This design comes from an exercise in tuning for small area and a short achievable clock period on the open sky130 flow, not from production work.
Function was checked by simulation only, so behaviour that the tests miss may differ from the original.

Setup of lane 1:
// pmp_top
module pmp_top (
   input  logic                 clk,
   input  logic                 reset,
   input  logic                 awvalid,
   input  logic [13:0]          awaddr,
   output logic                 awready,
   input  logic                 wvalid,
   input  logic [31:0]          wdata,
   input  logic [3:0]           wstrb,
   output logic                 wready,
   output logic                 bvalid,
   output logic [1:0]           bresp,
   input  logic                 bready,
   input  logic                 arvalid,
   input  logic [13:0]          araddr,
   output logic                 arready,
   output logic                 rvalid,
   output logic [31:0]          rdata,
   output logic [1:0]           rresp,
   input  logic                 rready,
   input  logic                 check_valid,
   input  logic [32:0]          check_req,
   output logic                 resp_valid,
   output logic [5:0]           resp
);
   logic                               wr_cfg, wr_addr, wr_last;
   logic                               rd_cfg, rd_addr;
   logic [31:0]                        rd_word;
   logic [3:0]                         turn;
   logic [7:0]                         turn_j;
   logic [15:0]                        first;
   logic                               clearing;
   logic [pmp_pkg::PMP_ENTRIES*6-1:0]  slot_cfg;
   logic [pmp_pkg::PMP_ENTRIES*30-1:0] slot_addr_n;
   logic [pmp_pkg::PMP_ENTRIES-1:0]    match_vec;
   logic [pmp_pkg::PMP_ENTRIES-1:0]    allow_vec;
   pmp_axil_ctl u_ctl (
      .clk, .reset,
      .awvalid, .awaddr, .awready, .wvalid, .wdata, .wstrb, .wready,
      .bvalid, .bresp, .bready,
      .arvalid, .araddr, .arready, .rvalid, .rdata, .rresp, .rready,
      .turn, .clearing, .wr_cfg, .wr_addr, .wr_last, .rd_cfg, .rd_addr, .rd_word
   );
   pmp_csr_regs u_regs (
      .clk, .reset,
      .wr_cfg, .wr_addr, .wr_last, .csr_wdata(wdata),
      .rd_cfg, .rd_addr, .rd_word,
  ...
Size in the first run: roughly 4000 cells after synthesis, about 670 flip-flops, about 150 I/O pins.
clock: 7.0 ns
lec_check: 0
cap_margin: 20
core_margin: 2
core_utilization: 60
cts_cluster_diameter: 150
cts_cluster_size: 24
setup_slack_margin: 3.2
slew_margin: 20
synth_hierarchical: 1
run.sh (not shown) runs the stock make flow with config.mk's settings and CLKGATE_MAP_FILE= SYNTH_SCRIPT=/design/flow/synth_recipe.tcl, a recipe that flattens the netlist after the stock synthesis.
Lane 1: PASS, flow complete, no timing, DRC or antenna violations
--- input diff lane 1..lane 2 ---
--- a/flow/config.mk
+++ b/flow/config.mk
@@ -11,5 +11,5 @@
 export CTS_CLUSTER_DIAMETER = 150
 export CTS_CLUSTER_SIZE = 24
-export SETUP_SLACK_MARGIN = 3.2
+export SETUP_SLACK_MARGIN = 2.6
 export SLEW_MARGIN = 20
 export SYNTH_HIERARCHICAL = 1
### Flow results
Across both runs, worst hold slack was lower for lane 2 than for lane 1. Cmp lane 2 vs lane 1: utilization lower in lane 2. Re multi-input gate share of the layout cell area: lane 2 is 1.2 points up on lane 1. Compared with lane 1, lane 2 is more frugal on power. [compare] base=lane 1 new=lane 2: met2 routing resource usage after global routing moved down; total via count after detailed routing -about 2.4%. Per the comparison of lane 2 with lane 1, register area comparable; first-iteration DRC count decreased 130.

========
Setup of west:
Starting RTL as in the previous note.
## pmp_top
module pmp_top (
   input  logic                 clk,
   input  logic                 reset,
   input  logic                 awvalid,
   input  logic [13:0]          awaddr,
   output logic                 awready,
   input  logic                 wvalid,
   input  logic [31:0]          wdata,
   input  logic [3:0]           wstrb,
   output logic                 wready,
   output logic                 bvalid,
   output logic [1:0]           bresp,
   input  logic                 bready,
   input  logic                 arvalid,
   input  logic [13:0]          araddr,
   output logic                 arready,
   output logic                 rvalid,
   output logic [31:0]          rdata,
   output logic [1:0]           rresp,
   input  logic                 rready,
   input  logic                 check_valid,
   input  logic [32:0]          check_req,
   output logic                 resp_valid,
   output logic [5:0]           resp
);
clock: 7.0 ns
lec_check: 0
cap_margin: 20
core_margin: 2
core_utilization: 60
cts_cluster_diameter: 150
cts_cluster_size: 24
setup_slack_margin: 3.2
slew_margin: 20
synth_hierarchical: 1
standard.sh (not shown) runs the stock make flow with config.mk's settings and CLKGATE_MAP_FILE= SYNTH_SCRIPT=/design/flow/synth_recipe.tcl, a recipe that flattens the netlist after the stock synthesis.
==> flow/flow/run.sh <==
#!/bin/bash
# Standard layout, with the slow stacked complex cells kept out of the
# netlist: flow/dont_use.txt lists the platform's own don't-use cells plus
# those.
set -e
cp standard.sh standard_sh.txt
bash standard.sh DONT_USE_CELLS="$(tr '\n' ' ' < flow/dont_use.txt)" finish > standard.log 2>&1
Other scripts of this flow, unchanged in this note and not shown: flow/flow/dont_use.txt
west: full flow OK, the timing, DRC and antenna checks passed
The inputs of south differ from those of west as listed below.
-- flow/config.mk --
<<< west, line 13
export SETUP_SLACK_MARGIN = 3.2
>>> south, line 13
export SETUP_SLACK_MARGIN = 3.8
--- outcome ---
- south completed every stage of the flow, and the final layout passed the timing, DRC and antenna checks.
- Summary of south over west: detailed-placement wirelength estimate went down, synthesis-to-layout area growth went up 8.2 points, final critical-path share of the clock period went down.

re-timing with driven ports:
The results above use ideal ports. As a check the final layouts listed here were re-extracted and re-timed, cells and wires unchanged. Step 1 sets driving cells, clkbuf_16 on the clock port and buf_2 on the other inputs (assumed; they add their load-dependent delay and slew). Step 2 adds t to the input delays and takes it off the output delays; t is the mean of the earliest and latest rising clock arrival at the registers after step 1. Input paths then give back, and output paths get back, about the clock's delay inside the block. Slacks: ideal / step 1 / step 2; pairs: ideal / step 1.
run	shift t [ns]	setup slack, ns	hold WS [ns]	latest minus earliest clock arrival (ns)
lane 1	0.706	3.001 / 2.874 / 2.168	0.355 / 0.355 / 0.355	0.017 / 0.017
lane 2	0.710	2.657 / 2.635 / 1.988	0.349 / 0.349 / 0.349	0.022 / 0.022
west	0.702	3.208 / 3.175 / 2.513	0.353 / 0.353 / 0.353	0.020 / 0.021
south	0.724	3.302 / 3.148 / 2.424	0.352 / 0.352 / 0.352	0.031 / 0.031
After both steps every run listed still meets setup and hold. For south, which loses most, drivers alone change the setup slack by -0.154 ns; drivers and shift together by -0.878 ns.
